Background: an optimization exercise with open tools, aiming at small area. Do not read the settings as production practice. In this exercise RTL edits were held to simulation tests only and were not proved equivalent to the original. Power figures rest on the tool's default switching activity, not on a simulated workload.

<file path="flow/design.v">
`timescale 1ns/100ps
`default_nettype none
package cpu_pkg;
    localparam int DATA_W       = 4;
    localparam int PC_W         = 4;
    localparam int INSTR_W      = 16;
    localparam int REG_ADDR_W   = 3;
    localparam int NUM_REGS     = 8;
    localparam int IMEM_DEPTH   = 16;
    localparam int DMEM_DEPTH   = 16;
    localparam int STALL_CYCLES = 4;
    localparam int STALL_CNT_W  = $clog2(STALL_CYCLES);
    localparam int ENC_W = 12;
    typedef logic [DATA_W-1:0]     data_t;
    typedef logic [PC_W-1:0]       pc_t;
    typedef logic [REG_ADDR_W-1:0] reg_addr_t;
    typedef enum logic [1:0] {
        RUN   = 2'd0,
        STALL = 2'd1,
        FLUSH = 2'd2,
        LOCK  = 2'd3
    } ctrl_state_e;
    function automatic logic [ENC_W-1:0] encode(logic [INSTR_W-1:0] w);
        logic [ENC_W-1:0] e;
        logic [2:0] rd;
        rd = w[11:9];
        e  = '0;
        case (w[15:12])
            4'd1: e = {3'b000, rd, w[8:6], w[5:3]};
            4'd3: e = {3'b001, rd, w[8:6], w[5:3]};
            4'd6: e = {3'b010, rd, w[8:6], w[5:3]};
            4'd2: e = {3'b011, rd, w[8:6], w[2:0]};
            4'd4: e = (rd == 3'd0) ? '0 : {3'b100, rd, w[8:6], w[2:0]};
            4'd5: e = {3'b101, w[2:0], w[8:6], w[5:3]};
            4'd7: e = {2'b11, w[3], w[2:0], w[11:9], w[8:6]};
            4'd8: e = {2'b11, w[3], w[2:0], 3'd0, 3'd0};
            default: e = '0;
        endcase
        encode = e;
    endfunction
endpackage
`default_nettype wire
`timescale 1ns/100ps
`default_nettype none
module hold_timer (
    input  logic clk,
    input  logic i_stall,
    output logic o_expired
);
    logic [cpu_pkg::STALL_CNT_W-1:0] count;
    always_ff @(posedge clk) begin
        count <= i_stall ? count - 1'b1 : cpu_pkg::STALL_CNT_W'(cpu_pkg::STALL_CYCLES - 1);
    end
    assign o_expired = count == '0;
endmodule
`default_nettype wire
`timescale 1ns/100ps
`default_nettype none
module pipe_ctrl_fsm (
    input  logic        clk,
    input  logic        reset,
    input  logic        i_hazard,
    input  logic        i_flush_req,
    input  logic        i_lock_req,
    input  logic        i_unlock_req,
    input  logic        i_auth_valid,
    output logic        o_hold,
    output logic        o_flush,
    output cpu_pkg::ctrl_state_e o_state
);
    cpu_pkg::ctrl_state_e state;
    cpu_pkg::ctrl_state_e state_nxt;
    logic        timer_expired;
    hold_timer i_timer (
        .clk       (clk),
        .i_stall   (state == cpu_pkg::STALL),
        .o_expired (timer_expired)
    );
    always_comb begin
        state_nxt = state;
        if (state == cpu_pkg::LOCK) begin
            if (i_unlock_req && i_auth_valid) state_nxt = cpu_pkg::RUN;
        end else if (i_lock_req) begin
            state_nxt = cpu_pkg::LOCK;
        end else if (i_flush_req) begin
            state_nxt = cpu_pkg::FLUSH;
        end else begin
            case (state)
                cpu_pkg::RUN:   if (i_hazard) state_nxt = cpu_pkg::STALL;
                cpu_pkg::STALL: if (timer_expired) state_nxt = cpu_pkg::RUN;
                default:        state_nxt = cpu_pkg::RUN;
            endcase
        end
    end
    always_ff @(posedge clk or posedge reset) begin
        if (reset) state <= cpu_pkg::RUN;
        else       state <= state_nxt;
    end
    assign o_hold  = state == cpu_pkg::STALL;
    assign o_flush = state[1];               
    assign o_state = state;
endmodule
`default_nettype wire
`timescale 1ns/100ps
`default_nettype none
module register_file (
    input  logic      clk,
    input  logic      reset,
    input  logic      i_we,
    input  cpu_pkg::reg_addr_t i_waddr,
    input  cpu_pkg::data_t     i_wdata,
    input  cpu_pkg::reg_addr_t i_raddr1,
    input  cpu_pkg::reg_addr_t i_raddr2,
    output cpu_pkg::data_t     o_rdata1,
    output cpu_pkg::data_t     o_rdata2
);
    cpu_pkg::data_t regs [1:cpu_pkg::NUM_REGS-1];
    always_ff @(posedge clk or posedge reset) begin
        if (reset) begin
            for (int i = 1; i < cpu_pkg::NUM_REGS; i++) regs[i] <= '0;
        end else if (i_we) begin
            for (int i = 1; i < cpu_pkg::NUM_REGS; i++)
                if (i_waddr == 3'(i)) regs[i] <= i_wdata;
        end
    end
    always_comb begin
        o_rdata1 = '0;
        o_rdata2 = '0;
        for (int i = 1; i < cpu_pkg::NUM_REGS; i++) begin
            if (i_raddr1 == 3'(i)) o_rdata1 = regs[i];
            if (i_raddr2 == 3'(i)) o_rdata2 = regs[i];
        end
    end
endmodule
`default_nettype wire
`timescale 1ns/100ps
`default_nettype none
module fetch_decode (
    input  logic      clk,
    input  logic      reset,
    input  logic      i_hold,
    input  logic      i_flush,
    input  logic      i_redirect_valid,
    input  cpu_pkg::pc_t       i_redirect_pc,
    input  logic      i_imem_we,
    input  cpu_pkg::pc_t       i_imem_addr,
    input  logic [cpu_pkg::INSTR_W-1:0] i_imem_data,
    output cpu_pkg::pc_t       o_pc,
    output logic      o_id_ex_valid,
    output logic [cpu_pkg::ENC_W-1:0] o_id_ex_instr
);
    localparam int EW = cpu_pkg::ENC_W;
    cpu_pkg::pc_t     pc;
    logic [EW-1:0]    wenc;
    logic [EW-1:6]    imem_hi [cpu_pkg::IMEM_DEPTH];
    logic [5:0]       imem_lo [cpu_pkg::IMEM_DEPTH];
    logic             if_id_valid;
    logic [EW-1:0]    if_id_instr;
    assign wenc = cpu_pkg::encode(i_imem_data);
    always_ff @(posedge clk or posedge reset) begin
        if (reset) begin
            pc <= '0;
        end else if (i_flush) begin
            pc <= '0;
        end else if (!i_hold) begin
            pc <= i_redirect_valid ? i_redirect_pc : pc + 1'b1;
        end
    end
    always_ff @(posedge clk or posedge reset) begin
        if (reset) begin
            for (int i = 0; i < cpu_pkg::IMEM_DEPTH; i++) imem_hi[i] <= '0;
        end else if (i_imem_we) begin
            imem_hi[i_imem_addr] <= wenc[EW-1:6];
        end
    end
    always_ff @(posedge clk) begin
        if (i_imem_we) imem_lo[i_imem_addr] <= wenc[5:0];
    end
    always_ff @(posedge clk or posedge reset) begin
        if (reset) begin
            if_id_valid   <= 1'b0;
            o_id_ex_valid <= 1'b0;
        end else if (i_flush) begin
            if_id_valid   <= 1'b0;
            o_id_ex_valid <= 1'b0;
        end else if (!i_hold) begin
            if_id_valid   <= !i_redirect_valid;
            o_id_ex_valid <= if_id_valid && !i_redirect_valid;
        end
    end
    always_ff @(posedge clk) begin
        if (!i_hold) begin
            if_id_instr   <= {imem_hi[pc], imem_lo[pc]};
            o_id_ex_instr <= if_id_instr;
        end
    end
    assign o_pc = pc;
endmodule
`default_nettype wire
`timescale 1ns/100ps
`default_nettype none
module execute_mem (
    input  logic      clk,
    input  logic      reset,
    input  logic      i_hold,
    input  logic      i_flush,
    input  logic      i_id_ex_valid,
    input  logic [cpu_pkg::ENC_W-1:0] i_id_ex_instr,
    output cpu_pkg::reg_addr_t o_rs1_addr,
    output cpu_pkg::reg_addr_t o_rs2_addr,
    input  cpu_pkg::data_t     i_rs1_data,
    input  cpu_pkg::data_t     i_rs2_data,
    output logic      o_redirect_valid,
    output cpu_pkg::pc_t       o_redirect_pc,
    output logic      o_wb_valid,
    output cpu_pkg::reg_addr_t o_wb_addr,
    output cpu_pkg::data_t     o_wb_data
);
    logic [2:0]          c;
    cpu_pkg::reg_addr_t  f1, f2, f3;
    logic                advance;
    logic                is_beq, is_store, is_load, writes;
    cpu_pkg::data_t      op_a, op_b, opnd, sum, alu_out;
    logic [1:0]          ex_mem_kind;
    cpu_pkg::reg_addr_t  ex_mem_rd;
    cpu_pkg::data_t      ex_mem_result;
    cpu_pkg::data_t      ex_mem_sdata;
    cpu_pkg::data_t      mem_result;
    cpu_pkg::data_t      dmem [cpu_pkg::DMEM_DEPTH];
    logic                mem_wb_wr;
    cpu_pkg::reg_addr_t  mem_wb_rd;
    cpu_pkg::data_t      mem_wb_data;
    assign {c, f1, f2, f3} = i_id_ex_instr;
    assign advance = !i_hold && !i_flush;
    assign is_beq   = c[2] && c[1];
    assign is_store = c == 3'b101;
    assign is_load  = c == 3'b100;
    assign writes   = (!c[2] || is_load) && f1 != 3'd0;
    assign o_rs1_addr = f2;
    assign o_rs2_addr = f3;
    function automatic logic [cpu_pkg::DATA_W-1:0] fwd(cpu_pkg::reg_addr_t src, cpu_pkg::data_t rf_data);
        logic [cpu_pkg::DATA_W-1:0] val;
        val = rf_data;
        if (ex_mem_kind[0] && ex_mem_rd == src) begin
            val = mem_result;
        end else if (mem_wb_wr && mem_wb_rd == src) begin
            val = mem_wb_data;
        end
        fwd = val;
    endfunction
    always_comb begin
        op_a = fwd(f2, i_rs1_data);
        op_b = fwd(f3, i_rs2_data);
        opnd = op_b;
        if (c == 3'b011 || c == 3'b100) opnd = {1'b0, f3};
        else if (c == 3'b101)           opnd = {1'b0, f1};
        sum = op_a + opnd;
        case (c)
            3'b001:  alu_out = op_a & op_b;
            3'b010:  alu_out = op_a ^ op_b;
            default: alu_out = sum;
        endcase
    end
    assign o_redirect_valid = i_id_ex_valid && is_beq && op_a == op_b && advance;
    assign o_redirect_pc    = {c[0], f1};
    always_ff @(posedge clk or posedge reset) begin
        if (reset) begin
            ex_mem_kind <= 2'b00;
            mem_wb_wr   <= 1'b0;
        end else if (i_flush) begin
            ex_mem_kind <= 2'b00;
            mem_wb_wr   <= 1'b0;
        end else if (!i_hold) begin
            ex_mem_kind <= {i_id_ex_valid && (is_load || is_store) && (writes || is_store),
                            i_id_ex_valid && writes};
            mem_wb_wr   <= ex_mem_kind[0];
        end
    end
    always_ff @(posedge clk) begin
        if (!i_hold) begin
            ex_mem_rd     <= f1;
            ex_mem_result <= alu_out;
            ex_mem_sdata  <= op_b;
            mem_wb_rd     <= ex_mem_rd;
            mem_wb_data   <= mem_result;
        end
    end
    always_ff @(posedge clk or posedge reset) begin
        if (reset) begin
            for (int i = 0; i < cpu_pkg::DMEM_DEPTH; i++) dmem[i] <= '0;
        end else if (ex_mem_kind == 2'b10 && advance) begin
            dmem[ex_mem_result] <= ex_mem_sdata;
        end
    end
    assign mem_result = ex_mem_kind[1] ? dmem[ex_mem_result] : ex_mem_result;
    assign o_wb_valid = mem_wb_wr && advance;
    assign o_wb_addr  = mem_wb_rd;
    assign o_wb_data  = mem_wb_data;
endmodule
`default_nettype wire
`timescale 1ns/100ps
`default_nettype none
module cpu_top (
    input  logic        clk,
    input  logic        reset,
    input  logic        i_imem_we,
    input  logic [3:0]  i_imem_addr,
    input  logic [15:0] i_imem_data,
    input  logic        i_hazard,
    input  logic        i_flush_req,
    input  logic        i_lock_req,
    input  logic        i_unlock_req,
    input  logic        i_auth_valid,
    output logic [3:0]  o_pc,
    output logic [1:0]  o_state,
    output logic        o_wb_valid,
    output logic [2:0]  o_wb_addr,
    output logic [3:0]  o_wb_data
);
    logic      hold;
    logic      flush;
    logic      redirect_valid;
    cpu_pkg::pc_t       redirect_pc;
    cpu_pkg::reg_addr_t rs1_addr;
    cpu_pkg::reg_addr_t rs2_addr;
    cpu_pkg::data_t     rs1_data;
    cpu_pkg::data_t     rs2_data;
    cpu_pkg::ctrl_state_e state;
    logic      id_ex_valid;
    logic [cpu_pkg::ENC_W-1:0] id_ex_instr;
    pipe_ctrl_fsm i_ctrl (
        .clk          (clk),
        .reset        (reset),
        .i_hazard     (i_hazard),
        .i_flush_req  (i_flush_req),
        .i_lock_req   (i_lock_req),
        .i_unlock_req (i_unlock_req),
        .i_auth_valid (i_auth_valid),
        .o_hold       (hold),
        .o_flush      (flush),
        .o_state      (state)
    );
    assign o_state = state;
    fetch_decode i_fetch (
        .clk              (clk),
        .reset            (reset),
        .i_hold           (hold),
        .i_flush          (flush),
        .i_redirect_valid (redirect_valid),
        .i_redirect_pc    (redirect_pc),
        .i_imem_we        (i_imem_we),
        .i_imem_addr      (i_imem_addr),
        .i_imem_data      (i_imem_data),
        .o_pc             (o_pc),
        .o_id_ex_valid    (id_ex_valid),
        .o_id_ex_instr    (id_ex_instr)
    );
    execute_mem i_exec (
        .clk              (clk),
        .reset            (reset),
        .i_hold           (hold),
        .i_flush          (flush),
        .i_id_ex_valid    (id_ex_valid),
        .i_id_ex_instr    (id_ex_instr),
        .o_rs1_addr       (rs1_addr),
        .o_rs2_addr       (rs2_addr),
        .i_rs1_data       (rs1_data),
        .i_rs2_data       (rs2_data),
        .o_redirect_valid (redirect_valid),
        .o_redirect_pc    (redirect_pc),
        .o_wb_valid       (o_wb_valid),
        .o_wb_addr        (o_wb_addr),
        .o_wb_data        (o_wb_data)
    );
    register_file i_regfile (
        .clk      (clk),
        .reset    (reset),
        .i_we     (o_wb_valid),
        .i_waddr  (o_wb_addr),
        .i_wdata  (o_wb_data),
        .i_raddr1 (rs1_addr),
        .i_raddr2 (rs2_addr),
        .o_rdata1 (rs1_data),
        .o_rdata2 (rs2_data)
    );
endmodule
`default_nettype wire
</file>
<file path="flow/run.sh">
#!/bin/bash
# synth_recipe.tcl (not shown) runs the flow's synth.tcl, then flattens the netlist and writes it again
# the make line also repeats each setting of config.mk as NAME=value (left out here)
make -C /OpenROAD-flow-scripts/flow DESIGN_CONFIG=/design/flow/config.mk WORK_HOME=/design/flow/orfs CLKGATE_MAP_FILE= SYNTH_SCRIPT=/design/flow/synth_recipe.tcl finish
</file>
<file path="flow/config.mk">
export PLATFORM = sky130hd
export DESIGN_NAME = cpu_top
export DESIGN_NICKNAME = cpu_top
export VERILOG_FILES = /design/flow/design.v
export SDC_FILE = /design/flow/constraint.sdc
export NUM_CORES = 4
export LEC_CHECK = 0
export CAP_MARGIN = 20
export CORE_MARGIN = 2
export CORE_UTILIZATION = 40
export SLEW_MARGIN = 20
</file>
<file path="flow/constraint.sdc">
create_clock -name core_clock -period 5.0 [get_ports {clk}]
set_input_delay 1.0000 -clock core_clock [delete_from_list [all_inputs] [get_ports {clk}]]
set_output_delay 1.0000 -clock core_clock [all_outputs]
set_load 0.01 [all_outputs]
</file>
==> impl_results.md, run 1 <==
* Status: complete, no violations
* Final ANT Viol Nets at 0
* Family with the most delay on the worst path: compound AO/OA/AOI/OAI gates
* Layout area overhead at 13.8%
* Synth Register Bits at about 340
* RSZ-0062 raised after global routing: no
* H-tree depth at 2
* CTS tree: done
* Pleak at a little under 7 nW
* Pint at ~5.3 mW
* Pwr dens at approximately 420 nW/µm²
* Synth unique cells at 68
* Clock slew seen by the registers of the worst setup and hold paths at about 60 ps
* Starting density of the core at 0.404
* Asr flop ratio synth at 0.587
* Fmax achieved at around 0.25 GHz
* Mean Syn Cell Area at 12.4 µm²
* Hold_buf cts at 0
* Routability Congestion at 0.844
* Worst Max-Slew Pin Slew at between 900 and 1000 ps
* Drt wl/cell at between 15 and 20 µm
* Hpwl dp at between 20000 and 25000 µm
* Area leader, netlist: dfrtp_1
* Hold wc startpoint: i_ctrl.i_timer.count[0]
* Worst reg2reg path endpoint: i_fetch.pc[3]
* PortBufs at between 40 and 50
* Hold Vio Cnt, Final at 0
* Post_cts resized at 0
* Max-Cap Viols at 0
* Worst R2R Start: i_exec.ex_mem_result[3]
* DRC Markers at 0
* Final WS setup at between 900 and 1000 ps
* # rows at 72
* Clk latency of the worst-skew pair at between 500 and 600 ps
* Peak VDD IR at 0.000296 V
* Share of layout cells above drive strength 1 at 0.189
* DR vias/cell at approximately 5.6
* Hold EP: i_ctrl.i_timer.count[0]
* Initial antenna violation count at 0
* CTS root buf: clkbuf_16
* Main flop type after synthesis: dfrtp_1
* Yosys top cell area share at 0.320
* CP Class: reg2reg
* Vias at 10100
* FF-to-FF setup slack at ~970 ps
* Setup violations, final at 0
* Synth warnings at 8
* Worst reg-to-reg path cell count at 13
* Seq/Total Area, Yosys at 0.590
* Crit start category: register
* Overall routing resource usage at 0.181
* Sw power at about 2.1 mW
* 1st-iter DRT viols at 730
* Final Max Slew Viols at 0
* Largest net degree at the start of global routing at 147
* Sequential Power Share at 0.485
* Most frequent cell after synthesis: dfrtp_1
* Tcrit/Tclk final at 0.805
* Worst-path cell chain: buf_4, mux2i_1, o32ai_1, a221oi_1, a2bb2oi_1, o21ai_0, ha_1, nor4_1, and4_1, nor3_1, a21oi_1, o22a_1, nor2_1
* Core area at 38500 µm²
* TritonRoute pass-1 iters at 6
* Net Sw Frac at 0.287
* Most area-consuming cells after synthesis: dfrtp_1 (32%), edfxtp_1 (27%), mux2_2 (7.8%)
* CTS Buf Count at 37
* Clock Sinks at about 340
* Overall die width at ~200 µm
* Commonest cells post-synth: dfrtp_1 (199), edfxtp_1 (138), nor2_1 (121)
* Routed Wire Length at about 36000 µm
* Die area at 40500 µm²
* Pre-CTS setup slack at about 1000 ps
* Number of flops mapped to enable cells by yosys at between 100 and 150
* Syn_nets at roughly 1300
* Critical-path top delay cell: edfxtp_1
* Overall power at between 7 and 8 mW
* Crit path capture type: register
* Post-CTS setup buffers at 0
* Worst min path class: reg2reg
* Final #Nets at between 1000 and 1500
* Max Root-Sink Buffers at 3
* Critical Path Fanout Max at 20
* # IOs at between 40 and 50
* Comb power frac at 0.156
* Hold path depth at 1
* Clk pwr share at 0.359
* Rel. slew slack at 0.364
* Global-route wire length before repair at between 50000 and 60000 µm
* Die H at slightly above 200 µm
* Setup TNS at 0 ps
* Synthesized area at between 15000 and 20000 µm²
* N_diodes at 0
* Worst Skew at between 10 and 15 ps
* Final min period at slightly above 4000 ps
* Syn Inst Count at approximately 1300
* Required @ worst endpoint at approximately 5400 ps
* Vias in the first global route at a little under 10000
* Slowest stage delay, CP at 840 ps
* GRT overflow at 0
* Crit path buffers/inverters at 1
* Crit path DAT at 4440 ps
placed cells by master (no fill, tap or decap), types with 8 or more instances in the layout:
cell type and count:
dfrtp_1 198, edfxtp_1 138, nor2_1 121, mux2_2 107, a21oi_1 96, nand2_1 87, o21ai_0 80, mux4_2 41
clkdlybuf4s50_1 41, clkbuf_16 37, buf_4 32, inv_1 30, mux2i_1 18, a221oi_1 17, a22o_1 17, nand3_1 16
xnor2_1 14, nand2b_1 13, nor2b_1 13, a22oi_1 12, a31oi_1 12, a222oi_1 11, ha_1 11, nand3b_1 10
clkinv_1 8, clkbuf_1 8
how the worst max path moves through the flow:
stage | from | to | cells past startpoint
finish | i_exec.ex_mem_result[3] | i_fetch.pc[3] | 13
global route | i_exec.ex_mem_result[1] | i_fetch.pc[2] | 13
CTS | i_exec.ex_mem_result[3] | i_exec.ex_mem_result[2] | 15
detailed placement | i_exec.ex_mem_result[3] | i_exec.ex_mem_result[2] | 15
global placement | i_exec.ex_mem_result[3] | i_fetch.pc[3] | 13
floorplan | reset | i_ctrl.state[0] | 1
power groups by stage:
stage | Sequential, mW | Clock, mW | Combinational (mW)
final | 3.62 | 2.68 | 1.16
after global routing | 3.67 | 2.85 | 1.29
after CTS | 3.62 | 2.74 | 1.17
after detailed placement | 3.67 | 0 | 1.16
after global placement | 3.66 | 0 | 1.14
after floorplan | 3.46 | 0 | 0.956
routing by layer:
layer	global-route usage	up-vias	share of wire	wire, µm
met5	0	-	0	0
met3	0.0277	64	0.045	1640
li1	-	4698	-	-
met4	0.0503	0	0.024	860
met1	0.252	5109	0.45	16200
met2	0.295	250	0.48	17600
flip-flops by register name, indices dropped and copies added, names as in the netlist:
name,cells
i_exec.mem_wb_rd,3
i_exec.ex_mem_result,4
i_fetch.imem_lo,96
i_exec.ex_mem_rd,3
i_exec.mem_wb_data,4
i_ctrl.state,2
i_fetch.if_id_instr,12
i_fetch.o_id_ex_valid,1
i_fetch.if_id_valid,1
i_fetch.imem_hi,96
i_exec.ex_mem_kind,2
i_fetch.o_id_ex_instr,12
i_ctrl.i_timer.count,2
i_exec.dmem,64
i_exec.ex_mem_sdata,4
i_regfile.regs,28
i_fetch.pc,4
i_exec.mem_wb_wr,1
per-stage QoR:
stage           util  hold WS [ps]  cells  cell area, µm²
2_1_floorplan      -           358   1251           15500
3_3_place_gp   0.429           366   1754           16500
3_5_place_dp   0.429           372   1754           16500
4_1_cts        0.460           386   1821           17700
5_1_grt        0.460           414   1822           17700
6_report       0.460           383   1822           17700
cells by family (layout without fill, tap and decap cells):
family / count (synthesis) / count (layout) / share of synthesized area
buffers and inverters: 121 / 174 / 0.0319
and+or+nand+nor: 303 / 303 / 0.0906
AOI/OAI and AO/OA: 294 / 294 / 0.120
muxes: 166 / 166 / 0.149
adders and majority gates: 13 / 13 / 0.0109
xor gates and xnor gates: 15 / 15 / 0.00845
DFF: 339 / 339 / 0.590
layout make-up:
class                      count  area, µm²
fill                        3461      20800
sequential                   339       9170
multi-input combinational    791       5890
clock buffer                  47        983
timing repair buffer          74        671
tap                          518        648
clock inverter                20        200
inverter                      33        128
==> inputs of run 2 (changes only) <==
--- a/flow/design.v
+++ b/flow/design.v
@@ -152,8 +152,8 @@
     localparam int EW = cpu_pkg::ENC_W;
     cpu_pkg::pc_t     pc;
     logic [EW-1:0]    wenc;
-    logic [EW-1:6]    imem_hi [cpu_pkg::IMEM_DEPTH];
-    logic [5:0]       imem_lo [cpu_pkg::IMEM_DEPTH];
+    logic [3:0]       imem_hi [cpu_pkg::IMEM_DEPTH];
+    logic [7:0]       imem_lo [cpu_pkg::IMEM_DEPTH];
     logic             if_id_valid;
     logic [EW-1:0]    if_id_instr;
     assign wenc = cpu_pkg::encode(i_imem_data);
@@ -170,11 +170,11 @@
         if (reset) begin
             for (int i = 0; i < cpu_pkg::IMEM_DEPTH; i++) imem_hi[i] <= '0;
         end else if (i_imem_we) begin
-            imem_hi[i_imem_addr] <= wenc[EW-1:6];
+            imem_hi[i_imem_addr] <= {wenc[11], wenc[8:6]};
         end
     end
     always_ff @(posedge clk) begin
-        if (i_imem_we) imem_lo[i_imem_addr] <= wenc[5:0];
+        if (i_imem_we) imem_lo[i_imem_addr] <= {wenc[10:9], wenc[5:0]};
     end
     always_ff @(posedge clk or posedge reset) begin
         if (reset) begin
@@ -190,7 +190,7 @@
     end
     always_ff @(posedge clk) begin
         if (!i_hold) begin
-            if_id_instr   <= {imem_hi[pc], imem_lo[pc]};
+            if_id_instr   <= {imem_hi[pc][3], imem_lo[pc][7:6], imem_hi[pc][2:0], imem_lo[pc][5:0]};
             o_id_ex_instr <= if_id_instr;
         end
     end
@@ -224,7 +224,7 @@
     logic [1:0]          ex_mem_kind;
     cpu_pkg::reg_addr_t  ex_mem_rd;
     cpu_pkg::data_t      ex_mem_result;
-    cpu_pkg::data_t      ex_mem_sdata;
+    logic                ex_mem_sd3;       
     cpu_pkg::data_t      mem_result;
     cpu_pkg::data_t      dmem [cpu_pkg::DMEM_DEPTH];
     logic                mem_wb_wr;
@@ -278,9 +278,9 @@
     end
     always_ff @(posedge clk) begin
         if (!i_hold) begin
-            ex_mem_rd     <= f1;
+            ex_mem_rd     <= is_store ? op_b[2:0] : f1;
+            ex_mem_sd3    <= op_b[3];
             ex_mem_result <= alu_out;
-            ex_mem_sdata  <= op_b;
             mem_wb_rd     <= ex_mem_rd;
             mem_wb_data   <= mem_result;
         end
@@ -289,7 +289,7 @@
         if (reset) begin
             for (int i = 0; i < cpu_pkg::DMEM_DEPTH; i++) dmem[i] <= '0;
         end else if (ex_mem_kind == 2'b10 && advance) begin
-            dmem[ex_mem_result] <= ex_mem_sdata;
+            dmem[ex_mem_result] <= {ex_mem_sd3, ex_mem_rd};
         end
     end
     assign mem_result = ex_mem_kind[1] ? dmem[ex_mem_result] : ex_mem_result;
--- a/flow/config.mk
+++ b/flow/config.mk
@@ -8,4 +8,5 @@
 export CAP_MARGIN = 20
 export CORE_MARGIN = 2
 export CORE_UTILIZATION = 40
+export CTS_BUF_LIST = sky130_fd_sc_hd__clkbuf_4
 export SLEW_MARGIN = 20
==> run 2 against run 1 <==
Worst setup slack worse by 360 ps. Power fell by 4.5%. Clock skew increased by 58 ps. Via count grew 0.42%. Non-clock buffer count is 6 lower. Clock power shrank about 10%. Fmax is 8.3% lower. Combinational power decreased by 7%. Area after synthesis fell by 0.40%. Core utilization is 0.21 points lower. Critical path type unchanged. Largest power group unchanged. Highest routed layer unchanged.
==> impl_results.md, run 2 <==
* Status: complete, no violations
* Pre-CTS setup slack at 741 ps
* Post_cts resized at 0
* Hold Vio Cnt, Final at 0
* Core area at approximately 38000 µm²
* Area leader, netlist: edfxtp_1
* Overall routing resource usage at 0.186
* Mean Syn Cell Area at 13.1 µm²
* GRT busiest layer: met2
* Hold_buf cts at 0
* Critical-path top delay cell: edfxtp_1
* Inst Count DP at between 1500 and 2000
* Overall die width at ~200 µm
* Crit path DAT at roughly 5000 ps
* Max Root-Sink Buffers at 3
* Vias at around 10000
* Die area at ~40000 µm²
* Worst-path cell chain: buf_4, buf_4, nor3b_1, a32oi_1, nor2_1, a221o_1, o221ai_1, o21ai_1, o21ai_1, inv_1, ha_1, nor4_1, and3_1, and3_1, nor3b_1, a21oi_1, o21ai_0, nor2b_1
* Worst Skew at 72.0 ps
* RSZ-0062 raised after global routing: no
* Routability Congestion at about 0.9
* Final instance area at about 18000 µm²
* Synth warnings at 8
* Max-Cap Viols at 0
* Required @ worst endpoint at about 5600 ps
* Commonest cells after routing, fill and taps aside: edfxtp_1 (167), dfrtp_1 (166), clkbuf_4 (134)
* TritonRoute pass-1 iters at 9
* WP depth at 18
* Largest net degree at the start of global routing at a little under 80
* Slowest stage delay, CP at between 600 and 700 ps
* Starting density of the core at 0.402
* Met2 Use GR at 0.295
* Final min period at 4390 ps
* Synthesized area at around 15000 µm²
* Final non-filler cell total at approximately 1900
* Max reg flops at 128
* Clock Sinks at ~340
* 1st-iter DRT viols at just over 900
* Routed Wire Length at between 30000 and 40000 µm
* CTS root buf: clkbuf_4
* Final core occ at 0.458
* Most area-consuming cells after synthesis: edfxtp_1 (32%), dfrtp_1 (27%), mux2_2 (7.9%)
* Final Max Slew Viols at 0
* Setup TNS at 0 ps
* Hold_ws at 381 ps
* CTS tree: done
* Peak VDD IR at 0.000187 V
* H-tree depth at 3
* CP Class: reg2reg
* Met3 capacity usage during global routing at 0.0391
* Pwr dens at roughly 400 nW/µm²
* Overall power at 7.12 mW
* Share of layout cells above drive strength 1 at 0.258
* GR Util met1 at 0.258
* Commonest cells post-synth: dfrtp_1 (167), edfxtp_1 (167), nor2_1 (112)
* Clk latency of the worst-skew pair at around 800 ps
* Crit path buffers/inverters at 3
* Placed Area at approximately 16000 µm²
* Tcrit/Tclk final at 0.878
* Most common cell after layout, fill and taps aside: edfxtp_1
* Largest Register: i_fetch.imem_lo
* Worst min path class: reg2reg
* Crit start category: register
* Hold path depth at 1
* Main flop type after synthesis: edfxtp_1
* Number of flops mapped to enable cells by yosys at between 150 and 200
* Die H at roughly 200 µm
* DR vias/cell at 5.47
* Synth unique cells at 78
* Hpwl dp at approximately 23000 µm
* Largest registers: i_fetch.imem_lo: 128 flops, i_exec.dmem: 64 flops, i_fetch.imem_hi: 64 flops
* Final #Nets at 1308
* Clock slew seen by the registers of the worst setup and hold paths at roughly 70 ps
* Seq/Total Area, Yosys at 0.596
* Vias in the first global route at 10300
* Layout area overhead at 13.7%
* Asr flop ratio synth at 0.497
* Syn Inst Count at about 1200
* Yosys top cell area share at 0.324
* Final ANT Viol Nets at 0
* # IOs at 42
* Worst Max-Slew Pin Slew at between 1000 and 1500 ps
* Crit path capture type: register
* DRC Markers at 0
* Post-CTS setup buffers at 0
* Family with the most delay on the worst path: simple AND/OR/NAND/NOR gates
* Initial antenna violation count at 1
* Synth Register Bits at 336
* Syn_nets at ~1200
* # rows at just over 70
* Rel. slew slack at 0.309
* PortBufs at 41
* Pleak at between 6 and 7 nW
* Final WS setup at between 600 and 700 ps
* Setup violations, final at 0
* Drt wl/cell at 19.7 µm
* GRT overflow at 0
* Worst reg-to-reg path cell count at 18
* Critical Path Fanout Max at 15
* CTS Buf Count at 89
* Global-route wire length before repair at 58700 µm
* Fmax achieved at 0.228 GHz
run 2: cell count changes after synthesis, moves of 7 or more:
cell,change
a22o_1,-9
a31oi_1,-9
clkbuf_1,-16
dfrtp_1,-32
edfxtp_1,+29
nand2_1,-11
nor2_1,-9
nor2b_1,+9
nor3b_1,+7
o21ai_0,-26
run 2: logic make-up after synthesis:
logic type / after synthesis / share of synthesized area
flops: 336 / 0.596
simple gates: 289 / 0.0882
compound gates: 249 / 0.103
mux: 179 / 0.164
buf+inv: 103 / 0.0286
xor+xnor: 15 / 0.00897
fa+ha+maj: 13 / 0.0110
run 2: final cells by class:
| type | instances | area [µm²] |
|---|---|---|
| clock buffers | 133 | 998 |
| repair buffers | 68 | 651 |
| well taps | 518 | 648 |
| clock inverters | 29 | 151 |
| fillers | 3556 | 20900 |
| flip-flops and latches | 336 | 9240 |
| multi-input cells | 745 | 5810 |
| diodes | 1 | 2.50 |
| inverters | 27 | 105 |
run 2: path summary, 6_finish.rpt:
path | start | end | slack [ps]
min in group asynchronous | reset | i_fetch.imem_hi[6][0] | 560
worst min-delay path | i_ctrl.i_timer.count[0] | i_ctrl.i_timer.count[0] | 380
max in group asynchronous | reset | i_regfile.regs[3][3] | 3710
worst max register to register | i_exec.ex_mem_result[2] | i_fetch.pc[2] | 610
worst min register to register | i_ctrl.i_timer.count[0] | i_ctrl.i_timer.count[0] | 380
worst max-delay path | i_exec.ex_mem_result[2] | i_fetch.pc[2] | 610
run 2: power breakdown:
part	switching, mW	internal [mW]	total [mW]
Clock	1.14	1.27	2.41
Sequential	0.435	3.19	3.62
Combinational	0.580	0.500	1.08
run 2: routing by layer:
| layer | wire [µm] | part of all wire |
|---|---|---|
| met1 | 16400 | 0.45 |
| met5 | 0 | 0 |
| met2 | 17400 | 0.48 |
| met3 | 2040 | 0.056 |
| met4 | 689 | 0.019 |
==> inputs of run 3 (changes only) <==
--- a/flow/config.mk
+++ b/flow/config.mk
@@ -8,5 +8,4 @@
 export CAP_MARGIN = 20
 export CORE_MARGIN = 2
 export CORE_UTILIZATION = 40
-export CTS_BUF_LIST = sky130_fd_sc_hd__clkbuf_4
 export SLEW_MARGIN = 20
==> run 3 against run 2 <==
Still clean on timing, DRC and antenna. Clock power grew 8.3%. Non-clock buffer count fell by 1. Area after synthesis stayed put. Via count is 3.7% lower. Combinational power about the same. Power increased by 2.8%. Count of clock-buffer cells in the layout shrank 85. Sequential power hardly changed. Cell count fell by 5.3%. Highest routed layer unchanged.
==> impl_results.md, run 3 <==
* Status: complete, no violations
* Post_cts resized at 0
* Die area at 40300 µm²
* Max reg flops at between 100 and 150
* Main flop type after synthesis: edfxtp_1
* Tcrit/Tclk final at 0.870
* Worst Max-Slew Pin Slew at ~1100 ps
* Crit path from: i_exec.ex_mem_result[2]
* H-tree depth at 2
* Number of flops mapped to enable cells by yosys at approximately 170
* Layout area overhead at 13.7%
* Comb power frac at 0.148
* Inst Count DP at ~1700
* Clk latency of the worst-skew pair at around 530 ps
* Worst Skew at approximately 17 ps
* Most area-consuming cells after synthesis: edfxtp_1 (32%), dfrtp_1 (27%), mux2_2 (7.9%)
* Final ANT Viol Nets at 0
* Hold wc startpoint: i_ctrl.i_timer.count[0]
* Peak VDD IR at between 0.0002 and 0.0003 V
* Final Max Slew Viols at 0
* Critical Path Fanout Max at 15
* RSZ-0062 raised after global routing: no
* Setup TNS at 0 ps
* Core area at roughly 38000 µm²
* Share of layout cells above drive strength 1 at 0.204
* Fmax achieved at ~0.23 GHz
* Seq/Total Area, Yosys at 0.596
* Crit path capture type: register
* Final instance area at about 18000 µm²
* Required @ worst endpoint at around 5400 ps
* Synthesized area at about 15000 µm²
* Largest Register: i_fetch.imem_lo
* Asr flop ratio synth at 0.497
* Pwr dens at just over 400 nW/µm²
* Clock Sinks at approximately 340
* Pleak at approximately 6.7 nW
* Max Root-Sink Buffers at 3
* Hold Vio Cnt, Final at 0
* Rel. slew slack at 0.287
* CP Class: reg2reg
* Clock slew seen by the registers of the worst setup and hold paths at approximately 60 ps
* Hold_ws at between 300 and 400 ps
* Net Sw Frac at 0.287
* PortBufs at slightly above 40
* Starting density of the core at 0.402
* Syn Inst Count at roughly 1200
* Area of the multi-input gates at 5810 µm²
* CTS root buf: clkbuf_16
* GRT overflow at 0
* Clk pwr share at 0.356
* Final #Nets at 1255
* Fill count at 3462
* Syn_nets at around 1200
* N_diodes at 0
* Crit start category: register
* Hold_buf cts at 0
* Synth warnings at 8
* Placed Area at about 16000 µm²
* Reg area at roughly 9000 µm²
* Commonest cells post-synth: dfrtp_1 (167), edfxtp_1 (167), nor2_1 (112)
* # IOs at 42
* Synth Register Bits at between 300 and 400
* Final min period at ~4400 ps
* Worst min path class: reg2reg
* Final non-filler cell total at 1759
* Drt wl/cell at approximately 21 µm
* Vias at 9784
* CTS tree: done
* Overall die width at approximately 200 µm
* Crit path DAT at approximately 4700 ps
* Post-CTS setup buffers at 0
* Vias in the first global route at roughly 9900
* Most common cell after layout, fill and taps aside: edfxtp_1
* # rows at just over 70
* Setup violations, final at 0
* Mean Syn Cell Area at 13.1 µm²
* Pint at between 5 and 6 mW
* Global-route wire length before repair at around 58000 µm
* Worst R2R Start: i_exec.ex_mem_result[2]
* Hpwl dp at approximately 23000 µm
* Routed Wire Length at approximately 36000 µm
* Synth unique cells at 78
* Yosys top cell area share at 0.324
* Initial antenna violation count at 0
* Sequential Power Share at 0.495
* Commonest cells after routing, fill and taps aside: edfxtp_1 (167), dfrtp_1 (166), nor2_1 (110)
* CTS Buf Count at 37
* DRC Markers at 0
* Largest registers: i_fetch.imem_lo: 128 flops, i_exec.dmem: 64 flops, i_fetch.imem_hi: 64 flops
* Routability Congestion at between 0.8 and 0.9
* TritonRoute pass-1 iters at 5
* Max-Cap Viols at 0
* Overall routing resource usage at 0.182
* Largest net degree at the start of global routing at 78
* 1st-iter DRT viols at around 880
* Area leader, netlist: edfxtp_1
* Die H at 201 µm
* Sw power at 2.10 mW
* DR vias/cell at about 5.6
-- run 3: cell types whose count changed in the layout (fill, tap and decap cells not counted), sizes merged --
cell      before  now
clkinv        22   16
clkbuf       134   48
inv           30   27
diode          1    0
clkinvlp       3    1
-- run 3: metal layers --
layer	track usage	routed length, µm	vias to the layer above
met3	0.0287	1870	49
met2	0.295	17200	268
met5	0	0	-
li1	-	-	4501
met4	0.0452	662	0
met1	0.259	16400	4966
-- run 3: metrics by stage --
stage           util  total power, mW  worst slack [ps]
3_5_place_dp   0.427             4.75               741
5_1_grt        0.458             7.68               279
4_1_cts        0.457             7.37               721
2_1_floorplan      -             4.36              1520
6_report       0.458             7.31               649
3_3_place_gp   0.427             4.72               795
-- run 3: logic make-up (layout without fill, tap and decap cells) --
family                   after synthesis  after routing  share of synthesized area
AO/OA/AOI/OAI                        249            249                      0.103
XOR/XNOR                              15             15                    0.00897
adder cells (fa/ha/maj)               13             13                     0.0110
buffers and inverters                103            160                     0.0286
flip-flops                           336            336                      0.596
multiplexers                         179            179                      0.164
AND/OR/NAND/NOR                      289            289                     0.0882
-- run 3: cell type report --
type | count | share of cell area
Sequential cell | 336 | 0.524
Multi-Input combinational cell | 745 | 0.330
Clock buffer | 48 | 0.0591
Tap cell | 518 | 0.0368
Timing Repair Buffer | 67 | 0.0365
Clock inverter | 18 | 0.00703
Inverter | 27 | 0.00597
-- run 3: path summary, 6_finish.rpt --
kind                                                 to  slack (ps)  cells after the start
min in group asynchronous         i_fetch.imem_hi[5][0]         830                      2
worst min register to register  i_ctrl.i_timer.count[0]         380                      1
worst min-delay path            i_ctrl.i_timer.count[0]         380                      1
worst max register to register            i_fetch.pc[2]         650                     18
worst max-delay path                      i_fetch.pc[2]         650                     18
max in group asynchronous          i_regfile.regs[2][2]        3440                      3
-- run 3: critical path, stage by stage (launching register included) --
cell and delay, ps:
edfxtp_1 650, buf_4 340, buf_4 230, nor3b_1 80
a32oi_1 200, nor2_1 70, a221o_1 280, o221ai_1 150
o21ai_1 170, o21ai_1 250, inv_1 70, ha_1 320
nor4_1 330, and3_1 220, and3_1 360, nor3b_1 90
a21oi_1 160, o21ai_0 80, nor2b_1 150
-- run 3: power by group through the flow --
stage	Clock (mW)	Combinational, mW	Sequential (mW)
2_1_floorplan	0	0.985	3.37
5_1_grt	2.80	1.21	3.68
4_1_cts	2.67	1.08	3.62
3_3_place_gp	0	1.05	3.67
3_5_place_dp	0	1.07	3.67
6_report	2.61	1.08	3.62
==> inputs of run 4 (changes only) <==
==> flow/flow/run.sh (new file) <==
#!/bin/bash
# The standard layout, with small port buffers and a clock tree of small
# buffers without dummy loads. Each tool's output goes to the ORFS logs under
# orfs/logs and the whole run's output to flow_run.log here.
set -euo pipefail
export BUFFER_PORTS_ARGS="-buffer_cell sky130_fd_sc_hd__buf_1"
export CTS_ARGS="-sink_clustering_enable -repair_clock_nets -dont_use_dummy_load -buf_list sky130_fd_sc_hd__clkbuf_4"
bash standard.sh > flow_run.log 2>&1
mkdir -p logs
cp -r orfs/logs/. logs/ 2>/dev/null || true
==> flow/standard.sh (new file) <==
#!/bin/bash
# synth_recipe.tcl (not shown) runs the flow's synth.tcl, then flattens the netlist and writes it again
# the make line also repeats each setting of config.mk as NAME=value (left out here)
make -C /OpenROAD-flow-scripts/flow DESIGN_CONFIG=/design/flow/config.mk WORK_HOME=/design/flow/orfs CLKGATE_MAP_FILE= SYNTH_SCRIPT=/design/flow/synth_recipe.tcl "${@:-finish}"
removed: flow/run.sh
==> run 4 against run 3 <==
Non-clock buffer count down 3. Register-to-register slack better by 120 ps. Core utilization decreased by 2.1 points. Highest routed layer unchanged.
==> impl_results.md, run 4 <==
* Wl on met1 at roughly 16000 µm
* Tcrit/Tclk final at 0.846
* 1st-iter DRT viols at between 600 and 700
* Global-route wire length before repair at between 50000 and 60000 µm
* Peak VDD IR at approximately 0.00024 V
* Final WS setup at approximately 770 ps
* Rel. slew slack at 0.263
* Placed Area at about 16000 µm²
* Number of flops mapped to enable cells by yosys at ~170
* Area leader, netlist: edfxtp_1
* Starting density of the core at 0.402
* Worst-path cell chain: buf_4, mux2i_1, o21ai_0, a211oi_1, o221ai_1, a31oi_1, inv_1, nor2_1, a21oi_1, ha_1, nor4_1, and3_1, and3_1, mux2i_1, nor2_1, a21oi_1, nor2_1
* Main flop type after synthesis: edfxtp_1
* PortBufs at between 40 and 50
* Clock Sinks at approximately 340
* # IOs at 42
* Vias at about 9900
* Final non-filler cell total at around 1800
* Overall routing resource usage at 0.184
* CTS root buf: clkbuf_4
* Overall die width at between 200 and 250 µm
* CTS tree: done
* Required @ worst endpoint at 5540 ps
* CP Class: reg2reg
* Pint at approximately 4.4 mW
* Asr flop ratio synth at 0.497
* Synth Register Bits at 336
* Crit path buffers/inverters at 2
* Hold Vio Cnt, Final at 0
* Clk latency of the worst-skew pair at between 700 and 800 ps
* Yosys top cell area share at 0.324
* DR vias/cell at between 5 and 6
* Crit start category: register
* Final core occ at 0.437
* Largest registers: i_fetch.imem_lo: 128 flops, i_exec.dmem: 64 flops, i_fetch.imem_hi: 64 flops
* Synth unique cells at 78
* Routability Congestion at about 0.87
* Most area-consuming cells after synthesis: edfxtp_1 (32%), dfrtp_1 (27%), mux2_2 (7.9%)
* Worst reg2reg path endpoint: i_fetch.pc[1]
* Clk pwr share at 0.275
* Pleak at about 6.4 nW
* Sequential Power Share at 0.562
* Largest Register: i_fetch.imem_lo
* Family with the most delay on the worst path: compound AO/OA/AOI/OAI gates
* Worst reg-to-reg path cell count at 17
* Hold EP: i_fetch.o_id_ex_instr[9]
* Status: complete, no violations
* Final ANT Viol Nets at 0
* Max layer used: met4
* Net Sw Frac at 0.309
* Most frequent CP cell: nor2_1
* Largest net degree at the start of global routing at 168
* Syn Inst Count at between 1000 and 1500
* Die area at roughly 40000 µm²
* Max-Cap Viols at 0
* Worst R2R Start: i_exec.ex_mem_result[2]
* Seq/Total Area, Yosys at 0.596
* Die H at about 200 µm
* Critical Path Fanout Max at 18
* Post-CTS setup buffers at 0
* Worst Max-Slew Pin Slew at around 1100 ps
* Met2 WL at approximately 17000 µm
* DRC Markers at 0
* Critical-path top delay cell: edfxtp_1
* Clock slew seen by the registers of the worst setup and hold paths at about 60 ps
* Final min period at 4230 ps
* Setup TNS at 0 ps
* Share of layout cells above drive strength 1 at 0.228
* Final instance area at 16800 µm²
* Inst Count DP at about 1700
* Initial antenna violation count at 1
* GRT overflow at 0
* Routed wire length on met3 at approximately 1800 µm
* Post_cts resized at 0
* Pre-CTS setup slack at around 870 ps
* TritonRoute pass-1 iters at 5
* H-tree depth at 3
* Final Max Slew Viols at 0
* FF-to-FF setup slack at ~770 ps
* Most common cell after layout, fill and taps aside: edfxtp_1
* Synth warnings at 8
* Routed Wire Length at ~36000 µm
* Synthesized area at between 15000 and 20000 µm²
* Slowest stage delay, CP at 630 ps
* Sw power at 1.98 mW
* Hpwl dp at 22700 µm
* Max reg flops at approximately 130
* Overall power at about 6.4 mW
* Pwr dens at approximately 380 nW/µm²
* Crit path capture type: register
* Final #Nets at approximately 1300
* Drt wl/cell at between 20 and 25 µm
* Crit path DAT at about 4800 ps
* Comb power frac at 0.162
* Hold_ws at approximately 350 ps
* Vias in the first global route at ~10000
* CTS Buf Count at 89
* Setup violations, final at 0
* Mean Syn Cell Area at approximately 13 µm²
* Fmax achieved at 0.236 GHz
* Worst Skew at 114 ps
* Hold wc startpoint: i_fetch.if_id_instr[9]
* Core area at 38500 µm²
* # rows at between 70 and 80
* Max Root-Sink Buffers at 3
* Hold path depth at 0
* RSZ-0062 raised after global routing: no
* Syn_nets at around 1200
* Commonest cells after routing, fill and taps aside: edfxtp_1 (167), dfrtp_1 (166), nor2_1 (110)
* Commonest cells post-synth: dfrtp_1 (167), edfxtp_1 (167), nor2_1 (112)
* Layout area overhead at 8.57%
* Worst min path class: reg2reg
* Hold_buf cts at 0
-- run 4: cell types whose count changed in the layout (fill, tap and decap cells not counted), moves of 6 or more --
cell,delta
clkinv_2,-6
clkbuf_16,-40
buf_1,+41
clkbuf_4,+89
clkdlybuf4s50_1,-41
clkbuf_1,-7
clkinv_1,-8
-- run 4: cell families after synthesis --
logic type      synth area share
compound gates             0.103
simple gates              0.0882
flops                      0.596
fa+ha+maj                 0.0110
mux                        0.164
xor+xnor                 0.00897
buf+inv                   0.0286
-- run 4: how the worst max path moves through the flow --
stage | start | end | slack [ps] | cells past startpoint
floorplan | i_exec.ex_mem_result[2] | i_fetch.pc[1] | 1520 | 18
global placement | i_exec.ex_mem_result[2] | i_fetch.pc[1] | 910 | 17
detailed placement | i_exec.ex_mem_result[2] | i_fetch.pc[1] | 870 | 17
CTS | i_exec.ex_mem_result[2] | i_fetch.pc[1] | 830 | 17
global route | i_exec.ex_mem_result[2] | i_fetch.pc[1] | 330 | 17
finish | i_exec.ex_mem_result[2] | i_fetch.pc[1] | 770 | 17
-- run 4: area by class of cell --
class / count / area, µm²
fillers: 3607 / 21700
flip-flops and latches: 336 / 9240
multi-input cells: 745 / 5810
clock buffers: 89 / 668
well taps: 518 / 648
repair buffers: 64 / 339
inverters: 27 / 105
diodes: 1 / 2.50
-- run 4: layer usage --
metal | vias up | GRT usage
met5 | - | 0
li1 | 4591 | -
met4 | 0 | 0.0651
met1 | 4983 | 0.255
met3 | 53 | 0.0354
met2 | 304 | 0.289
-- run 4: power by group through the flow --
stage	logic (mW)	clock network (mW)	registers (mW)
6_report	1.04	1.77	3.61
5_1_grt	1.17	1.97	3.67
4_1_cts	1.04	1.84	3.61
3_5_place_dp	1.04	0	3.66
3_3_place_gp	1.02	0	3.65
2_1_floorplan	0.985	0	3.37
==> inputs of run 5 (changes only) <==
--- a/flow/config.mk
+++ b/flow/config.mk
@@ -7,5 +7,6 @@
 export LEC_CHECK = 0
 export CAP_MARGIN = 20
 export CORE_MARGIN = 2
-export CORE_UTILIZATION = 40
+export CORE_UTILIZATION = 55
+export PLACE_DENSITY = 0.7
 export SLEW_MARGIN = 20
==> run 5 against run 4 <==
Combinational power is essentially flat. Clock power shrank 2%. Largest cell class unchanged. Register-to-register slack gained 20 ps. Largest power group unchanged. Wire length shrank 5.5%. Power shrank 0.62%. Critical path depth is the same.
==> impl_results.md, run 5 <==
* Status: complete, no violations
* Pwr dens at roughly 380 nW/µm²
* Final Max Slew Viols at 0
* Hold Vio Cnt, Final at 0
* Hold path depth at 0
* Synthesized area at 15500 µm²
* Vias in the first global route at just over 10000
* 1st-iter DRT viols at ~900
* Share of layout cells above drive strength 1 at 0.227
* GRT overflow at 0
* Main flop type after synthesis: edfxtp_1
* Clock Sinks at 336
* Starting density of the core at 0.557
* Clk latency of the worst-skew pair at 740 ps
* Synth warnings at 8
* # rows at around 60
* Peak VDD IR at 0.000182 V
* Largest Register: i_fetch.imem_lo
* Drt wl/cell at approximately 21 µm
* Max-Cap Viols at 0
* Hpwl dp at roughly 21000 µm
* Most common cell after layout, fill and taps aside: edfxtp_1
* Max Root-Sink Buffers at 3
* Final #Nets at ~1300
* Worst reg-to-reg path cell count at 17
* Worst Max-Slew Pin Slew at just under 1000 ps
* PortBufs at a little over 40
* Synth Register Bits at roughly 340
* Most area-consuming cells after synthesis: edfxtp_1 (32%), dfrtp_1 (27%), mux2_2 (7.9%)
* FF-to-FF setup slack at a little under 800 ps
* Largest registers: i_fetch.imem_lo: 128 flops, i_exec.dmem: 64 flops, i_fetch.imem_hi: 64 flops
* Hold_buf cts at 0
* Synth unique cells at 78
* Worst R2R Start: i_exec.ex_mem_result[2]
* Number of flops mapped to enable cells by yosys at 167
* Routability Congestion at between 0.9 and 1
* Pleak at between 6 and 7 nW
* Syn Inst Count at between 1000 and 1500
* Worst Skew at ~140 ps
* Hold wc startpoint: i_fetch.if_id_instr[2]
* Mean Syn Cell Area at 13.1 µm²
* Tcrit/Tclk final at 0.843
* CTS tree: done
* RSZ-0062 raised after global routing: no
* Hold EP: i_fetch.o_id_ex_instr[2]
* CP Class: reg2reg
* Worst min path class: reg2reg
* Final min period at roughly 4200 ps
* Rel. slew slack at 0.342
* DR vias/cell at a little over 6
* Worst reg2reg path endpoint: i_fetch.pc[1]
* Die area at 29500 µm²
* # IOs at 42
* Routed Wire Length at between 30000 and 40000 µm
* Yosys top cell area share at 0.324
* TritonRoute pass-1 iters at 9
* Setup TNS at 0 ps
* Initial antenna violation count at 1
* Overall power at ~6.4 mW
* CTS root buf: clkbuf_4
* Post_cts resized at 0
* CTS Buf Count at 88
* Largest net degree at the start of global routing at 168
* Area leader, netlist: edfxtp_1
* Syn_nets at approximately 1200
* Commonest cells after routing, fill and taps aside: edfxtp_1 (167), dfrtp_1 (166), nor2_1 (111)
* Max reg flops at around 130
* Critical Path Fanout Max at 24
* Required @ worst endpoint at between 5000 and 6000 ps
* Clock slew seen by the registers of the worst setup and hold paths at 60 ps
* Seq/Total Area, Yosys at 0.596
* Layout area overhead at 7.50%
* Asr flop ratio synth at 0.497
* Core area at ~28000 µm²
* Global-route wire length before repair at 54700 µm
* Commonest cells post-synth: dfrtp_1 (167), edfxtp_1 (167), nor2_1 (112)
* Crit path capture type: register
* Overall routing resource usage at 0.241
* Setup violations, final at 0
* Post-CTS setup buffers at 0
* H-tree depth at 3
* Vias at roughly 10000
* Die H at roughly 170 µm
* Crit path DAT at between 4000 and 5000 ps
* Fmax achieved at between 0.2 and 0.25 GHz
* Crit start category: register
* Fill count at about 2200
* Overall die width at roughly 170 µm
* Hold_ws at between 300 and 400 ps
* Final ANT Viol Nets at 0
* DRC Markers at 0
[run 5: cell counts after synthesis]
No cell type changed its count.
[run 5: final cells by class]
cell class	count	area (µm²)	share of cell area
Timing Repair Buffer	65	359	0.0216
Antenna cell	1	2.50	0.000150
Sequential cell	336	9240	0.555
Clock buffer	88	661	0.0397
Multi-Input combinational cell	745	5810	0.349
Tap cell	378	473	0.0284
Inverter	27	105	0.00631
[run 5: report_power, final]
| group | total (mW) | internal [mW] | switching [mW] | leakage, nW |
|---|---|---|---|---|
| Sequential | 3.60 | 3.19 | 0.411 | 3.64 |
| Clock | 1.73 | 0.794 | 0.938 | 0.405 |
| Combinational | 1.04 | 0.450 | 0.595 | 2.37 |
[run 5: how the worst max path moves through the flow]
stage | from | end | cells after the start | slack (ps)
3_5_place_dp | i_exec.ex_mem_result[2] | i_fetch.pc[1] | 17 | 840
3_3_place_gp | i_exec.ex_mem_result[2] | i_fetch.pc[1] | 17 | 900
2_1_floorplan | i_exec.ex_mem_result[2] | i_fetch.pc[1] | 18 | 1520
4_1_cts | i_exec.ex_mem_result[2] | i_fetch.pc[1] | 17 | 830
6_report | i_exec.ex_mem_result[2] | i_fetch.pc[1] | 17 | 790
5_1_grt | i_exec.ex_mem_result[2] | i_fetch.pc[1] | 17 | 410
[run 5: cells by family after synthesis]
logic type / synth area share
XOR/XNOR: 0.00897
AO/OA/AOI/OAI: 0.103
AND/OR/NAND/NOR: 0.0882
buffers and inverters: 0.0286
multiplexers: 0.164
adder cells (fa/ha/maj): 0.0110
flip-flops: 0.596
[run 5: layer usage]
metal,part of all wire,GRT usage,wire (µm)
met5,0,0,0
met4,0.022,0.0742,751
met2,0.47,0.385,16100
met3,0.055,0.0460,1870
met1,0.45,0.338,15200
[run 5: stage by stage]
step                      cells  instance area [µm²]   util  setup WS (ps)
after detailed placement   1551                16000  0.575            840
after global routing       1640                16600  0.599            413
after CTS                  1639                16600  0.599            827
after floorplan            1184                15500      -           1520
final                      1640                16600  0.599            787
after global placement     1551                16000  0.575            896
[run 5: worst max-delay path, stage by stage, from the launching register on]
cell and delay (ps):
edfxtp_1 660, buf_12 280, nor2b_1 150, a22o_1 260, a221oi_1 300, a21oi_1 80
o221ai_1 190, o21ai_1 150, o21ai_1 250, inv_1 80, ha_1 310, nor4_1 280
and3_1 210, and3_1 390, mux2i_1 250, nor2_1 50, a21oi_1 140, nor2_1 50
==> inputs of run 6 (changes only) <==
--- a/flow/config.mk
+++ b/flow/config.mk
@@ -7,6 +7,6 @@
 export LEC_CHECK = 0
 export CAP_MARGIN = 20
 export CORE_MARGIN = 2
-export CORE_UTILIZATION = 55
-export PLACE_DENSITY = 0.7
+export CORE_UTILIZATION = 70
+export PLACE_DENSITY = 0.8
 export SLEW_MARGIN = 20
==> run 6 against run 5 <==
Synthesized cell count unchanged. Register-to-register slack got worse by 110 ps. Hold slack better by 61 ps. Critical path depth fell by 1. Die area is 21% lower. Area after synthesis stayed put. Critical path type unchanged.
==> impl_results.md, run 6 <==
* Status: complete, no violations
* Placed Area at roughly 16000 µm²
* Family with the most delay on the worst path: compound AO/OA/AOI/OAI gates
* Overall die width at approximately 150 µm
* Final WS setup at about 670 ps
* Final #Nets at between 1000 and 1500
* Mean Syn Cell Area at about 13 µm²
* Global-route wire length before repair at around 56000 µm
* Largest registers: i_fetch.imem_lo: 128 flops, i_exec.dmem: 64 flops, i_fetch.imem_hi: 64 flops
* Vias at roughly 10000
* Max-Cap Viols at 0
* Max reg flops at around 130
* Worst min path class: reg2reg
* 1st-iter DRT viols at 997
* Hpwl dp at approximately 23000 µm
* PortBufs at a little over 40
* Hold path depth at 1
* Rel. slew slack at 0.254
* Commonest cells after routing, fill and taps aside: edfxtp_1 (167), dfrtp_1 (166), mux2_2 (108)
* Pleak at about 6.4 nW
* Yosys top cell area share at 0.324
* Largest Register: i_fetch.imem_lo
* Hold Vio Cnt, Final at 0
* CTS root buf: clkbuf_4
* Seq/Total Area, Yosys at 0.596
* Clk pwr share at 0.263
* Worst reg-to-reg path cell count at 16
* Largest net degree at the start of global routing at around 120
* Overall routing resource usage at 0.311
* Fmax achieved at 0.231 GHz
* Routed Wire Length at ~35000 µm
* Clock slew seen by the registers of the worst setup and hold paths at about 70 ps
* Hold_buf cts at 0
* Tcrit/Tclk final at 0.865
* Initial antenna violation count at 1
* # IOs at 42
* Crit path DAT at roughly 4800 ps
* Synthesized area at 15500 µm²
* Comb power frac at 0.169
* Post_cts resized at 0
* Pint at approximately 4.4 mW
* Synth warnings at 8
* Area leader, netlist: edfxtp_1
* Asr flop ratio synth at 0.497
* Post-CTS setup buffers at 0
* Die area at between 20000 and 25000 µm²
* Crit path buffers/inverters at 1
* Vias in the first global route at 10100
* CTS tree: done
* Final Max Slew Viols at 0
* Net Sw Frac at 0.308
* Starting density of the core at 0.712
* Most common cell after layout, fill and taps aside: edfxtp_1
* Clk latency of the worst-skew pair at slightly below 700 ps
* Final min period at ~4300 ps
* Slowest stage delay, CP at 1000 ps
* Most area-consuming cells after synthesis: edfxtp_1 (32%), dfrtp_1 (27%), mux2_2 (7.9%)
* TritonRoute pass-1 iters at 5
* Pwr dens at a little under 400 nW/µm²
* Critical Path Fanout Max at 28
* Setup violations, final at 0
* Sw power at a little under 2 mW
* Worst Skew at a little under 50 ps
* Synth Register Bits at ~340
* Final non-filler cell total at about 1500
* Layout area overhead at 6.22%
* WP depth at 16
* CTS Buf Count at between 80 and 90
* Clock Sinks at about 340
* Setup TNS at 0 ps
* # rows at 54
* H-tree depth at 3
* Critical-path top delay cell: edfxtp_1
* RSZ-0062 raised after global routing: no
* Overall power at 6.32 mW
* Die H at about 150 µm
* Syn_nets at ~1200
* Main flop type after synthesis: edfxtp_1
* DRC Markers at 0
* Sequential Power Share at 0.568
* GRT overflow at 0
* Drt wl/cell at 23.1 µm
* Required @ worst endpoint at about 5500 ps
* Inst Count DP at between 1000 and 1500
* CP Class: reg2reg
* Synth unique cells at 78
* DR vias/cell at 6.66
* Worst Max-Slew Pin Slew at about 1100 ps
* Final instance area at approximately 16000 µm²
* Max Root-Sink Buffers at 3
* Core area at 21800 µm²
* Crit path capture type: register
* Crit start category: register
* Syn Inst Count at 1184
* Commonest cells post-synth: dfrtp_1 (167), edfxtp_1 (167), nor2_1 (112)
* Peak VDD IR at 0.000278 V
* Number of flops mapped to enable cells by yosys at approximately 170
* Share of layout cells above drive strength 1 at 0.226
* Routability Congestion at between 0.9 and 1
* Worst-path cell chain: nor2_1, a21o_1, a221oi_1, a21oi_1, o221ai_1, o21ai_1, o21ai_1, inv_1, ha_1, nor4_1, and3_1, and3_1, nor2_1, o21ai_0, o21ai_0, nor2b_1
* Final ANT Viol Nets at 0
* Pre-CTS setup slack at roughly 850 ps
-- run 6: cell counts after synthesis --
Identical to the previous run, type by type.
-- run 6: final timing paths --
check                                        startpoint  slack (ps)                      end
worst max-delay path            i_exec.ex_mem_result[0]         670            i_fetch.pc[2]
worst min-delay path            i_ctrl.i_timer.count[0]         400  i_ctrl.i_timer.count[0]
worst max register to register  i_exec.ex_mem_result[0]         670            i_fetch.pc[2]
worst min register to register  i_ctrl.i_timer.count[0]         400  i_ctrl.i_timer.count[0]
max in group asynchronous                         reset        3510            i_fetch.pc[2]
min in group asynchronous                         reset         420    i_fetch.imem_hi[1][1]
-- run 6: stage by stage --
step | hold WS (ps) | utilization
2_1_floorplan | 358 | -
3_3_place_gp | 365 | 0.726
3_5_place_dp | 380 | 0.727
4_1_cts | 393 | 0.755
5_1_grt | 422 | 0.756
6_report | 399 | 0.756
-- run 6: cell families (layout without fill, tap and decap cells) --
| logic type | after synthesis | after routing | synth area share |
|---|---|---|---|
| other | 0 | 1 | 0 |
| AOI/OAI and AO/OA | 249 | 249 | 0.103 |
| muxes | 179 | 179 | 0.164 |
| and+or+nand+nor | 289 | 289 | 0.0882 |
| buffers and inverters | 103 | 167 | 0.0286 |
| xor gates and xnor gates | 15 | 15 | 0.00897 |
| DFF | 336 | 336 | 0.596 |
| adders and majority gates | 13 | 13 | 0.0110 |
-- run 6: final cells by class --
class,count,area [µm²]
inverter,27,105
tap,280,350
timing repair buffer,58,298
fill,1418,5310
clock buffer,82,616
multi-input combinational,745,5840
sequential,336,9240
antenna,1,2.50
-- run 6: per-layer routing --
metal	track usage	wire length, µm	up-vias
met5	0	0	-
met4	0.0966	893	0
met3	0.0560	2530	78
met1	0.475	15600	5112
met2	0.468	16400	447
li1	-	-	4542
-- run 6: worst register-to-register path: stages, from the launching register on --
cell and delay, ps:
edfxtp_1 1000, nor2_1 170, a21o_1 230, a221oi_1 250
a21oi_1 110, o221ai_1 190, o21ai_1 170, o21ai_1 280
inv_1 70, ha_1 300, nor4_1 300, and3_1 210
and3_1 380, nor2_1 60, o21ai_0 180, o21ai_0 100
nor2b_1 160
-- run 6: power groups by stage --
stage	combinational, mW	clock (mW)	sequential, mW
floorplan	0.985	0	3.37
global placement	1.04	0	3.62
detailed placement	1.06	0	3.63
CTS	1.06	1.70	3.58
global route	1.19	1.82	3.63
finish	1.07	1.66	3.59
==> inputs of run 7 (changes only) <==
==> flow/flow/run.sh (replaced) <==
#!/bin/bash
# The standard layout (standard.sh), with three changes:
#  - synthesis maps logic with an area-oriented abc script (flow/synth.tcl);
#  - ports are buffered with the smallest buffer;
#  - the clock tree uses small buffers and no dummy loads.
# The whole run's output goes to flow_run.log here, each tool's to orfs/logs.
set -euo pipefail
export FLOW_WORK_DIR=$PWD
export FLOW_FLOW_DIR=$PWD/flow
export BUFFER_PORTS_ARGS="-buffer_cell sky130_fd_sc_hd__buf_1"
export CTS_ARGS="-sink_clustering_enable -repair_clock_nets -dont_use_dummy_load -buf_list sky130_fd_sc_hd__clkbuf_4"
sed "s#SYNTH_SCRIPT=[^ ]*#SYNTH_SCRIPT=$PWD/flow/synth.tcl#" standard.sh > my_standard.sh
grep -q "SYNTH_SCRIPT=$PWD/flow/synth.tcl" my_standard.sh
bash my_standard.sh > flow_run.log 2>&1
mkdir -p logs
cp -r orfs/logs/. logs/ 2>/dev/null || true
==> flow/flow/area.abc (new file) <==
strash
&get -n
&synch2
&syn2
&synch2
&put
dch -f
amap
topo
==> flow/flow/synth.tcl (new file) <==
# The standard flow's synthesis script unchanged, with abc's mapping script replaced by
# an area-oriented one (flow/area.abc). abc maps only combinational logic.
proc abc {args} {
  set i [lsearch $args -script]
  if {$i >= 0} { lset args [expr {$i + 1}] $::env(FLOW_FLOW_DIR)/area.abc }
  yosys abc {*}$args
}
source $::env(FLOW_WORK_DIR)/synth_recipe.tcl
--- a/flow/config.mk
+++ b/flow/config.mk
@@ -7,6 +7,5 @@
 export LEC_CHECK = 0
 export CAP_MARGIN = 20
 export CORE_MARGIN = 2
-export CORE_UTILIZATION = 70
-export PLACE_DENSITY = 0.8
+export CORE_UTILIZATION = 40
 export SLEW_MARGIN = 20
==> run 7 against run 6 <==
Sequential share of layout area up 0.92 points. Final area down 1.6%. Global-route usage down 11 points. Still clean. Hold slack better by 4.0 ps. Fmax down 2.6%. Non-clock buffer count up 24. Largest cell class unchanged. Die area up 61%. Synthesized cell count up 2.3%.
==> impl_results.md, run 7 <==
* CTS root buf: clkbuf_4
* Setup violations, final at 0
* Status: complete, no violations
* Crit start category: register
* Largest registers: i_fetch.imem_lo: 128 flops, i_exec.dmem: 64 flops, i_fetch.imem_hi: 64 flops
* Worst Skew at around 110 ps
* DRC Markers at 0
* Commonest cells after routing, fill and taps aside: edfxtp_1 (167), dfrtp_1 (166), nor2_1 (162)
* Setup TNS at 0 ps
* Fill count at around 3300
* Max reg flops at approximately 130
* CTS tree: done
* Die area at roughly 37000 µm²
* Synth warnings at 8
* Hpwl dp at ~25000 µm
* CP Class: reg2reg
* Asr flop ratio synth at 0.497
* Vias at ~11000
* Final min period at 4440 ps
* Vias in the first global route at between 10000 and 15000
* Fmax achieved at 0.225 GHz
* Share of layout cells above drive strength 1 at 0.103
* Routed Wire Length at roughly 38000 µm
* Global-route wire length before repair at around 60000 µm
* Drt wl/cell at 20.4 µm
* Most area-consuming cells after synthesis: edfxtp_1 (35%), dfrtp_1 (29%), o221ai_1 (4.4%)
* Max-Cap Viols at 0
* Critical Path Fanout Max at 17
* Final ANT Viol Nets at 0
* Area leader, netlist: edfxtp_1
* Core area at 35500 µm²
* Post_cts resized at 0
* Die H at approximately 190 µm
* Synth Register Bits at roughly 340
* Layout area overhead at 12.6%
* Seq/Total Area, Yosys at 0.642
* Hold_buf cts at 0
* Overall routing resource usage at 0.202
* Main flop type after synthesis: edfxtp_1
* Yosys top cell area share at 0.349
* Mean Syn Cell Area at around 12 µm²
* CTS Buf Count at 91
* Peak VDD IR at 0.000195 V
* # IOs at 42
* Starting density of the core at 0.405
* Area of the multi-input gates at 4690 µm²
* Pleak at ~5.7 nW
* Worst min path class: in2async
* Worst reg-to-reg path cell count at 13
* Tcrit/Tclk final at 0.889
* Clk latency of the worst-skew pair at ~800 ps
* Rel. slew slack at 0.316
* Crit path capture type: register
* Final Max Slew Viols at 0
* Reg area at roughly 9200 µm²
* Largest net degree at the start of global routing at between 80 and 90
* Required @ worst endpoint at about 5600 ps
* Largest Register: i_fetch.imem_lo
* Commonest cells post-synth: dfrtp_1 (167), edfxtp_1 (167), nor2_1 (165)
* Placed Area at approximately 15000 µm²
* Worst Max-Slew Pin Slew at between 1000 and 1500 ps
* Syn Inst Count at 1211
* # rows at around 70
* Hold Vio Cnt, Final at 0
* GRT overflow at 0
* DR vias/cell at 5.93
* 1st-iter DRT viols at 828
* RSZ-0062 raised after global routing: no
* Inst Count DP at 1748
* Routability Congestion at about 0.9
* Synth unique cells at 43
[run 7: area by class of cell]
cell class | count | share of cell area
sequential | 336 | 0.571
multi-input combinational | 743 | 0.290
clock buffer | 91 | 0.0422
tap | 461 | 0.0356
inverter | 131 | 0.0307
timing repair buffer | 82 | 0.0304
antenna | 3 | 0.000464
[run 7: layer usage]
metal,vias to the layer above,part of all wire,track usage
li1,5107,-,-
met1,5394,0.44,0.276
met2,382,0.47,0.320
met3,77,0.063,0.0439
met4,0,0.022,0.0715
met5,-,0,0
[run 7: critical path, stage by stage (launching register included)]
cell and delay, ps:
edfxtp_1 740, o22ai_1 120, a2111oi_0 870, clkinv_1 370
nor2_1 190, a21oi_1 60, o22a_1 220, ha_1 290
or4_1 540, nor4_1 280, buf_4 220, clkinv_1 120
a221oi_1 280, a211oi_1 70
[run 7: path summary, 6_finish.rpt]
kind | start | to | slack [ps]
max in group asynchronous | reset | i_exec.dmem[8][3] | 3620
min reg2reg | i_ctrl.i_timer.count[0] | i_ctrl.i_timer.count[0] | 410
max reg2reg | i_fetch.o_id_ex_instr[4] | i_fetch.pc[3] | 560
min | reset | i_exec.ex_mem_kind[0] | 400
max | i_fetch.o_id_ex_instr[4] | i_fetch.pc[3] | 560
min in group core_clock | i_ctrl.i_timer.count[0] | i_ctrl.i_timer.count[0] | 410
[run 7: logic make-up after synthesis]
group	count (synthesis)	synth area share
AOI/OAI and AO/OA	457	0.233
DFF	336	0.642
and+or+nand+nor	272	0.0776
buffers and inverters	132	0.0347
adders and majority gates	13	0.0118
xor gates and xnor gates	1	0.000609
[run 7: metrics by stage]
step	setup WS, ps	util	power (mW)	hold slack (ps)
finish	557	0.456	7.70	403
global route	73.9	0.456	8.20	401
floorplan	324	-	5.10	388
global placement	692	0.434	5.87	396
detailed placement	528	0.434	5.90	402
CTS	511	0.453	7.74	365
[run 7: power breakdown]
group / switching, mW / total (mW) / internal (mW)
Clock: 0.980 / 1.80 / 0.820
Sequential: 0.421 / 3.80 / 3.38
Combinational: 1.36 / 2.10 / 0.736
Total: 2.76 / 7.70 / 4.94

Setup slack of run 7, layout unchanged: 0.557 ns with ideal ports, 0.557 ns with driving cells assumed (clock clkbuf_16, inputs buf_2), 0.557 ns with port delays also shifted by the 0.790 ns mid clock arrival.
